Source: an optimization exercise on an open RTL-to-GDS flow (aim: small area). Production flows keep margins and buffers that such runs may drop.
Only simulation tests tie the RTL to the original design; equivalence was not proved.
Power is estimated from default activity; no workload was simulated.

==> design/flow/design.v <==
`default_nettype none
package frog_pkg;
    typedef logic [9:0] coord_t;    
    typedef logic [23:0] color_t;   
    localparam int NUM_CARS = 10;
    localparam int NUM_LANES = 5;
    localparam coord_t SCREEN_W = 10'd640;
    localparam coord_t SCREEN_H = 10'd480;
    localparam coord_t CAR_W = 10'd40;
    localparam coord_t CAR_H = 10'd20;
    localparam coord_t FROG_SIZE = 10'd15;
    localparam coord_t CAR_STEP = 10'd5;    
    localparam coord_t FROG_START_X = 10'd320;
    localparam coord_t FROG_START_Y = 10'd451;
    localparam coord_t FROG_MIN_X = 10'd20;
    localparam coord_t FROG_MIN_Y = 10'd5;
    localparam coord_t FROG_MAX_X = 10'd620;
    localparam coord_t FROG_MAX_Y = 10'd460;
    localparam coord_t WIN_Y = 10'd30;      
    localparam logic [NUM_LANES*10-1:0] LANE_Y_FLAT = {10'd54, 10'd141, 10'd230, 10'd315, 10'd403};
    function automatic logic [9:0] lane_y(input int i);
        lane_y = LANE_Y_FLAT[i*10 +: 10];
    endfunction
    localparam logic [NUM_CARS*10-1:0] CAR_START_X_FLAT = {10'd322, 10'd0, 10'd240, 10'd0, 10'd350, 10'd10, 10'd340, 10'd20, 10'd300, 10'd0};
    function automatic logic [9:0] car_start_x(input int i);
        car_start_x = CAR_START_X_FLAT[i*10 +: 10];
    endfunction
    localparam coord_t SKY_BOT = 10'd35;
    localparam logic [NUM_LANES*10-1:0] ROAD_TOP_FLAT = {10'd387, 10'd299, 10'd211, 10'd123, 10'd35};
    function automatic logic [9:0] road_top(input int i);
        road_top = ROAD_TOP_FLAT[i*10 +: 10];
    endfunction
    localparam logic [NUM_LANES*10-1:0] ROAD_BOT_FLAT = {10'd431, 10'd343, 10'd255, 10'd167, 10'd79};
    function automatic logic [9:0] road_bot(input int i);
        road_bot = ROAD_BOT_FLAT[i*10 +: 10];
    endfunction
    localparam color_t SKY = 24'h00FFFF;
    localparam color_t ROAD = 24'h000000;
    localparam color_t MEDIAN = 24'hAAAAAA;
    localparam color_t FROG_COLOR = 24'h014820;
    localparam color_t WIN_COLOR = 24'h00FF00;
    localparam color_t LOSE_COLOR = 24'hFF0000;
    localparam color_t PINK = 24'hFFC0CB;
    localparam color_t BLUE = 24'h0000FF;
    localparam color_t RED = 24'hFF0000;
    localparam color_t ORANGE = 24'hFFA500;
    localparam color_t PURPLE = 24'h800080;
    localparam color_t YELLOW = 24'hFFFF00;
    localparam logic [NUM_CARS*24-1:0] CAR_COLOR_FLAT = {YELLOW, PINK, ORANGE, PURPLE, PURPLE, ORANGE, ORANGE, RED, BLUE, PINK};
    function automatic logic [23:0] car_color(input int i);
        car_color = CAR_COLOR_FLAT[i*24 +: 24];
    endfunction
    typedef struct packed {
        logic up;
        logic down;
        logic left;
        logic right;
    } frog_keys_t;
    typedef struct packed {
        logic   valid;
        coord_t x;
        coord_t y;
    } pix_req_t;
    typedef struct packed {
        logic   valid;
        color_t color;
    } pix_resp_t;
    typedef logic [NUM_CARS*10-1:0] car_pos_t;    
endpackage
`default_nettype wire
`timescale 1ns/1ps
`default_nettype none
module car_traffic #(
    parameter int CAR_PERIOD = 1500000
) (
    input  wire logic         clk,
    input  wire logic         rst,
    output frog_pkg::car_pos_t car_x
);
    localparam int TW = $clog2(CAR_PERIOD + 1);
    logic [TW-1:0] timer;    
    logic          tick;
    assign tick = (timer == TW'(CAR_PERIOD));
    always_ff @(posedge clk or negedge rst) begin
        if (!rst) begin
            timer <= '0;
        end else if (tick) begin
            timer <= '0;
        end else begin
            timer <= timer + 1'b1;
        end
    end
    always_ff @(posedge clk or negedge rst) begin
        if (!rst) begin
            for (int i = 0; i < frog_pkg::NUM_CARS; i++) begin
                car_x[i*10 +: 10] <= frog_pkg::car_start_x(i);
            end
        end else if (tick) begin
            for (int i = 0; i < frog_pkg::NUM_CARS; i++) begin
                if (car_x[i*10 +: 10] >= frog_pkg::SCREEN_W) begin
                    car_x[i*10 +: 10] <= '0;    
                end else begin
                    car_x[i*10 +: 10] <= car_x[i*10 +: 10] + frog_pkg::CAR_STEP;
                end
            end
        end
    end
endmodule
`default_nettype wire
`timescale 1ns/1ps
`default_nettype none
module frog_control #(
    parameter int FROG_PERIOD = 800000
) (
    input  wire logic               clk,
    input  wire logic               rst,
    input  frog_pkg::frog_keys_t    keys,
    output frog_pkg::coord_t        frog_x,
    output frog_pkg::coord_t        frog_y,
    output logic                    win
);
    localparam int TW = $clog2(FROG_PERIOD + 1);
    logic [TW-1:0] timer;
    always_ff @(posedge clk or negedge rst) begin
        if (!rst) begin
            timer <= '0;
            frog_x <= frog_pkg::FROG_START_X;
            frog_y <= frog_pkg::FROG_START_Y;
        end else if (!win) begin
            if (timer == TW'(FROG_PERIOD)) begin
                timer <= '0;
                if (keys.left && frog_x > frog_pkg::FROG_MIN_X) begin
                    frog_x <= frog_x - 1'b1;
                end
                if (keys.right && frog_x < frog_pkg::FROG_MAX_X) begin
                    frog_x <= frog_x + 1'b1;
                end
                if (keys.up && frog_y > frog_pkg::FROG_MIN_Y) begin
                    frog_y <= frog_y - 1'b1;
                end
                if (keys.down && frog_y < frog_pkg::FROG_MAX_Y) begin
                    frog_y <= frog_y + 1'b1;
                end
            end else begin
                timer <= timer + 1'b1;
            end
        end
    end
    always_ff @(posedge clk or negedge rst) begin
        if (!rst) begin
            win <= 1'b0;
        end else begin
            win <= (frog_y <= frog_pkg::WIN_Y);    
        end
    end
endmodule
`default_nettype wire
`timescale 1ns/1ps
`default_nettype none
module collision_detect (
    input  wire logic         clk,
    input  wire logic         rst,
    input  frog_pkg::car_pos_t car_x,
    input  frog_pkg::coord_t   frog_x,
    input  frog_pkg::coord_t   frog_y,
    output logic              game_over
);
    logic hit;
    always_comb begin
        hit = 1'b0;
        for (int i = 0; i < frog_pkg::NUM_CARS; i++) begin
            if (frog_x >= car_x[i*10 +: 10] && frog_x < car_x[i*10 +: 10] + frog_pkg::CAR_W &&
                frog_y + frog_pkg::FROG_SIZE >= frog_pkg::lane_y(i/2) &&
                frog_y < frog_pkg::lane_y(i/2) + frog_pkg::CAR_H) begin
                hit = 1'b1;
            end
        end
    end
    always_ff @(posedge clk or negedge rst) begin
        if (!rst) begin
            game_over <= 1'b0;
        end else if (hit) begin
            game_over <= 1'b1;    
        end
    end
endmodule
`default_nettype wire
`timescale 1ns/1ps
`default_nettype none
module pixel_painter (
    input  wire logic          clk,
    input  wire logic          rst,
    input  frog_pkg::pix_req_t  pix_req,
    input  frog_pkg::car_pos_t  car_x,
    input  frog_pkg::coord_t    frog_x,
    input  frog_pkg::coord_t    frog_y,
    input  wire logic          win,
    input  wire logic          game_over,
    output frog_pkg::pix_resp_t pix_resp
);
    localparam int IDX_W = $clog2(frog_pkg::NUM_CARS);
    localparam logic [1:0] BG_SKY = 2'd0;
    localparam logic [1:0] BG_ROAD = 2'd1;
    localparam logic [1:0] BG_MEDIAN = 2'd2;
    logic [1:0]       bg;
    logic             frog_hit;
    logic             car_hit;
    logic [IDX_W-1:0] car_idx;
    logic             s1_valid;
    logic [1:0]       s1_bg;
    logic             s1_frog_hit;
    logic             s1_car_hit;
    logic [IDX_W-1:0] s1_car_idx;
    logic             s1_win;
    logic             s1_game_over;
    logic                 resp_valid;
    frog_pkg::color_t     resp_color;
    always_comb begin
        bg = BG_MEDIAN;
        if (pix_req.y <= frog_pkg::SKY_BOT) begin
            bg = BG_SKY;
        end
        for (int b = 0; b < frog_pkg::NUM_LANES; b++) begin
            if (pix_req.y > frog_pkg::road_top(b) && pix_req.y <= frog_pkg::road_bot(b)) begin
                bg = BG_ROAD;
            end
        end
    end
    assign frog_hit = pix_req.x >= frog_x && pix_req.x < frog_x + frog_pkg::FROG_SIZE &&
                      pix_req.y >= frog_y && pix_req.y < frog_y + frog_pkg::FROG_SIZE;
    always_comb begin
        car_hit = 1'b0;
        car_idx = '0;
        for (int i = 0; i < frog_pkg::NUM_CARS; i++) begin
            if (pix_req.x >= car_x[i*10 +: 10] && pix_req.x < car_x[i*10 +: 10] + frog_pkg::CAR_W &&
                pix_req.y >= frog_pkg::lane_y(i/2) &&
                pix_req.y < frog_pkg::lane_y(i/2) + frog_pkg::CAR_H) begin
                car_hit = 1'b1;
                car_idx = IDX_W'(i);
            end
        end
    end
    always_ff @(posedge clk or negedge rst) begin
        if (!rst) begin
            s1_valid <= 1'b0;
        end else begin
            s1_valid <= pix_req.valid;
        end
    end
    always_ff @(posedge clk) begin
        s1_bg <= bg;
        s1_frog_hit <= frog_hit;
        s1_car_hit <= car_hit;
        s1_car_idx <= car_idx;
        s1_win <= win;
        s1_game_over <= game_over;
    end
    always_ff @(posedge clk or negedge rst) begin
        if (!rst) begin
            resp_valid <= 1'b0;
        end else begin
            resp_valid <= s1_valid;
        end
    end
    always_ff @(posedge clk) begin
        if (s1_game_over) begin
            resp_color <= frog_pkg::LOSE_COLOR;
        end else if (s1_win) begin
            resp_color <= frog_pkg::WIN_COLOR;
        end else if (s1_frog_hit) begin
            resp_color <= frog_pkg::FROG_COLOR;
        end else if (s1_car_hit) begin
            resp_color <= frog_pkg::car_color(s1_car_idx);
        end else if (s1_bg == BG_SKY) begin
            resp_color <= frog_pkg::SKY;
        end else if (s1_bg == BG_ROAD) begin
            resp_color <= frog_pkg::ROAD;
        end else begin
            resp_color <= frog_pkg::MEDIAN;
        end
    end
    assign pix_resp.valid = resp_valid;
    assign pix_resp.color = resp_color;
endmodule
`default_nettype wire
`timescale 1ns/1ps
`default_nettype none
module frog_game_top #(
    parameter int CAR_PERIOD = 1500000,    
    parameter int FROG_PERIOD = 800000     
) (
    input  wire logic          clk,
    input  wire logic          rst,
    input  frog_pkg::frog_keys_t keys,
    input  frog_pkg::pix_req_t  pix_req,
    output frog_pkg::pix_resp_t pix_resp,
    output logic               win,
    output logic               game_over
);
    frog_pkg::car_pos_t car_x;
    frog_pkg::coord_t   frog_x;
    frog_pkg::coord_t   frog_y;
    car_traffic #(.CAR_PERIOD(CAR_PERIOD)) traffic_i (
        .clk   (clk),
        .rst   (rst),
        .car_x (car_x)
    );
    frog_control #(.FROG_PERIOD(FROG_PERIOD)) frog_i (
        .clk    (clk),
        .rst    (rst),
        .keys   (keys),
        .frog_x (frog_x),
        .frog_y (frog_y),
        .win    (win)
    );
    collision_detect collide_i (
        .clk       (clk),
        .rst       (rst),
        .car_x     (car_x),
        .frog_x    (frog_x),
        .frog_y    (frog_y),
        .game_over (game_over)
    );
    pixel_painter painter_i (
        .clk       (clk),
        .rst       (rst),
        .pix_req   (pix_req),
        .car_x     (car_x),
        .frog_x    (frog_x),
        .frog_y    (frog_y),
        .win       (win),
        .game_over (game_over),
        .pix_resp  (pix_resp)
    );
endmodule
`default_nettype wire
`timescale 1ns/1ps
`default_nettype none
module frog_game (
    input  wire logic        clk,
    input  wire logic        rst,             
    input  wire logic [3:0]  keys,            
    input  wire logic        pix_req_valid,
    input  wire logic [9:0]  pix_req_x,
    input  wire logic [9:0]  pix_req_y,
    output logic             pix_resp_valid,
    output logic [23:0]      pix_resp_color,
    output logic             win,
    output logic             game_over
);
    frog_pkg::pix_req_t  pix_req;
    frog_pkg::pix_resp_t pix_resp;
    assign pix_req = {pix_req_valid, pix_req_x, pix_req_y};
    assign pix_resp_valid = pix_resp.valid;
    assign pix_resp_color = pix_resp.color;
    frog_game_top #(.CAR_PERIOD(199), .FROG_PERIOD(3)) core_i (
        .clk       (clk),
        .rst       (rst),
        .keys      (keys),
        .pix_req   (pix_req),
        .pix_resp  (pix_resp),
        .win       (win),
        .game_over (game_over)
    );
endmodule
`default_nettype wire
==> design/flow/run.sh <==
#!/bin/bash
# synth_recipe.tcl (not shown) runs the flow's synth.tcl, then flattens the netlist and writes it again
# the make line also repeats each setting of config.mk as NAME=value (left out here)
make -C /OpenROAD-flow-scripts/flow DESIGN_CONFIG=/design/flow/config.mk WORK_HOME=/design/flow/orfs CLKGATE_MAP_FILE= SYNTH_SCRIPT=/design/flow/synth_recipe.tcl finish
==> design/flow/config.mk <==
export PLATFORM = sky130hd
export DESIGN_NAME = frog_game
export DESIGN_NICKNAME = frog_game
export VERILOG_FILES = /design/flow/design.v
export SDC_FILE = /design/flow/constraint.sdc
export NUM_CORES = 4
export LEC_CHECK = 0
export CAP_MARGIN = 20
export CORE_MARGIN = 2
export CORE_UTILIZATION = 40
export PLACE_DENSITY = 0.6
export SLEW_MARGIN = 20
==> design/flow/constraint.sdc <==
create_clock -name core_clock -period 6.0 [get_ports {clk}]
set_input_delay 1.2000 -clock core_clock [delete_from_list [all_inputs] [get_ports {clk}]]
set_output_delay 1.2000 -clock core_clock [all_outputs]
set_load 0.01 [all_outputs]
==> qor.yml <==
cts_resized: 0
crit_start: "pix_req_x[1]"
drc_errors: 0
setup_violations: 0
r2r-start: "core_i.frog_i.frog_x[6]"
start_util: 0.402
io_buffer_count: 53
die-area_um2: 47100
end_kind: "register"
netlist_area_um2: 18100
hp-class: "reg -> reg"
first_global_vias: 15800
ir_drop_v: 0.000269
ys_top_cells_by_area: "ha_1 (29%), dfrtp_1 (14%), o21ai_0 (6.8%), a21oi_1 (4.7%), dfstp_2 (4.6%)"
fin_crit_sh: 0.670
synth_top_area_frac: 0.290
syn_avg_cell_area_um2: 8.28
wl_mm: 51.2
pre_cts_slack_ps: 1490
gp_congestion: 0.841
io_pins: 54
cts_tree: "yes"
ys_async_sr_fraction: 0.838
p_leak_uw: 0.00821
seq_area_um2: 3910
clkTransAtPathRegs_ps: 70
overflow: 0
power_density_nw_per_um2: 312
arrival_ps: 4450
layout-drive-gt1-share: 0.0505
drtIter0Drc: 963
fillers: 4404
cts-root-buf: "clkbuf_16"
synth_seq_area_share: 0.216
nNetsFinal: 2673
fp.dieH_um: 217
setup_tns_ps: 0
startpoint_type: "input pin"
critical_path_class: "in -> reg"
grtUsageTotal: 0.221
worst_pin_slew_ps: 1070
clockBufferDepth: 2
finalWorstPathRequiredPeriod_ps: 4020
slew_headroom: 0.284
vias_per_cell: 5.76
grt_setup_unrepaired: "no"
routedWlPerCell_um: 18.0
max_freq_mhz: 249
status: "no timing/DRC/antenna violations"
crit_path_max_fanout: 12
rows: 78
grt_pass1_wl_mm: 82.6
finalHoldViolCount: 0
final_max_slew_viol_count: 0
syn_inst: 2192
ys_top_cells_by_count: "ha_1 (421), o21ai_0 (248), a21oi_1 (172), inv_1 (170), nor2_1 (167)"
syn_nets: 2642
detail-route-antenna-nets: 0
diodes: 0
ys.flop_type: "dfrtp_1"
synth_seq_cells: 160
clock-sinks: 160
num_vias: 16300
synth_largest_area_cell: "ha_1"
yosysWarnings: 4
finalWorstSetupSlack_ps: 1980
fp.dieW_um: 217
post_cts_buffers: 0
worst_ep_required_time_ps: 6430
antenna_found_initial: 0
synth-edff-count: 0
hpwl_mm: 37.7
synth_cell_types: 80
cts_made_buffers: 17
synth_most_common_cell: "ha_1"
clock_skew_ps: 16.4
h-tree-depth: 4
core_area_um2: 45100
grt_max_degree: 71
hold_path.startpoint: "core_i.painter_i.s1_valid"
areaGrowthSynthToFinish_pct: 10.3
clock_latency_ps: 510
cap_violations: 0
dr.pass1.iters: 5
multi_input_area_um2: 13300
cts-hold-fix-buffers: 0
[power breakdown]
part / switching [uW] / internal [uW] / total (uW)
Combinational: 1920 / 1490 / 3410
Sequential: 288 / 1210 / 1500
Clock: 510 / 820 / 1330
Total: 2720 / 3520 / 6240
[metal layers]
| layer | global-route usage | share of wire | vias up |
|---|---|---|---|
| met2 | 0.372 | 0.47 | 362 |
| met5 | 0 | 0 | - |
| met1 | 0.284 | 0.46 | 7824 |
| met4 | 0.0804 | 0.026 | 0 |
| li1 | - | - | 8069 |
| met3 | 0.0379 | 0.042 | 79 |
[final timing paths]
kind	slack, ps	cells past startpoint	endpoint
max	1980	10	core_i.painter_i.s1_car_hit
max reg2reg	2060	13	core_i.frog_i.frog_x[9]
min	360	0	core_i.painter_i.resp_valid
min reg2reg	360	0	core_i.painter_i.resp_valid
max in group asynchronous	4340	2	core_i.traffic_i.car_x[57]
min in group asynchronous	530	1	core_i.traffic_i.car_x[97]
[stage by stage]
stage	total power (uW)	cell area, um2	instances	util	hold WS, ps
floorplan	3850	18100	2192	-	331
global placement	4730	19300	2804	0.428	332
detailed placement	4860	19300	2804	0.428	345
CTS	6260	20000	2836	0.444	359
global route	6810	20000	2836	0.444	378
finish	6240	20000	2836	0.444	357
[worst max-delay path: stages]
cell and delay, ps:
clkdlybuf4s50_1 980, ha_1 580, nand2b_1 80, a211o_1 150, a21oi_1 80, maj3_2 300, maj3_2 310, maj3_2 290
maj3_2 310, o2111ai_2 150
[cell families (layout without fill, tap and decap cells)]
kind of cell	after synthesis	count (layout)	synth area share
muxes	6	6	0.00359
buffers and inverters	232	276	0.0502
and+or+nand+nor	593	593	0.159
adders and majority gates	436	436	0.300
AOI/OAI and AO/OA	679	679	0.230
DFF	160	160	0.216
xor gates and xnor gates	86	86	0.0419
[flip-flops by register name, indices dropped and copies added (netlist names), 2 cells and up]
name and cells:
core_i.traffic_i.car_x 100, core_i.frog_i.frog_x 10, core_i.traffic_i.timer 8, core_i.painter_i.resp_color 16
core_i.frog_i.frog_y 10, core_i.painter_i.s1_bg 2, core_i.frog_i.timer 2, core_i.painter_i.s1_car_idx 4
[cell type report]
class / instances / share of cell area
clock buffer: 18 / 0.0214
multi-input combinational: 1800 / 0.666
clock inverter: 14 / 0.0131
sequential: 160 / 0.196
inverter: 171 / 0.0321
tap: 600 / 0.0375
timing repair buffer: 73 / 0.0341
[cells in the final DEF (no fill, tap or decap), types with 32 or more instances in the layout]
cell type          n
ha_1             421
o21ai_0          248
a21oi_1          172
inv_1            170
nor2_1           167
nand2_1          131
dfrtp_1          102
nand3_1           77
xnor2_1           63
clkdlybuf4s50_1   52
a21o_1            46
nor3_1            40
or3_1             38
nand2b_1          37
nor2b_1           35
dfstp_2           32

[static timing again, ports no longer ideal]
How much do the figures lean on ideal ports? The routed layout below was timed once more, with nothing changed but the port constraints. Step 1 sets driving cells, clkbuf_16 on the clock port and buf_2 on the other inputs (assumed; they add their load-dependent delay and slew). Step 2, shift: input delay + t, output delay - t, t = (earliest + latest rising clock arrival at the registers) / 2. This alone moves slack from input paths to output paths. Slacks: ideal ports / drivers / drivers and shift; pairs: ideal ports / drivers.
t (ns): 0.555
setup slack, ns: 1.981 / 2.011 / 1.455
worst register clock-pin slew, ns: 0.07 / 0.07
worst data-port slew with drivers (ns): 0.05
After both steps this run still meets setup and hold. The setup slack of this run moves by +0.030 ns with the drivers and by -0.526 ns with both steps.
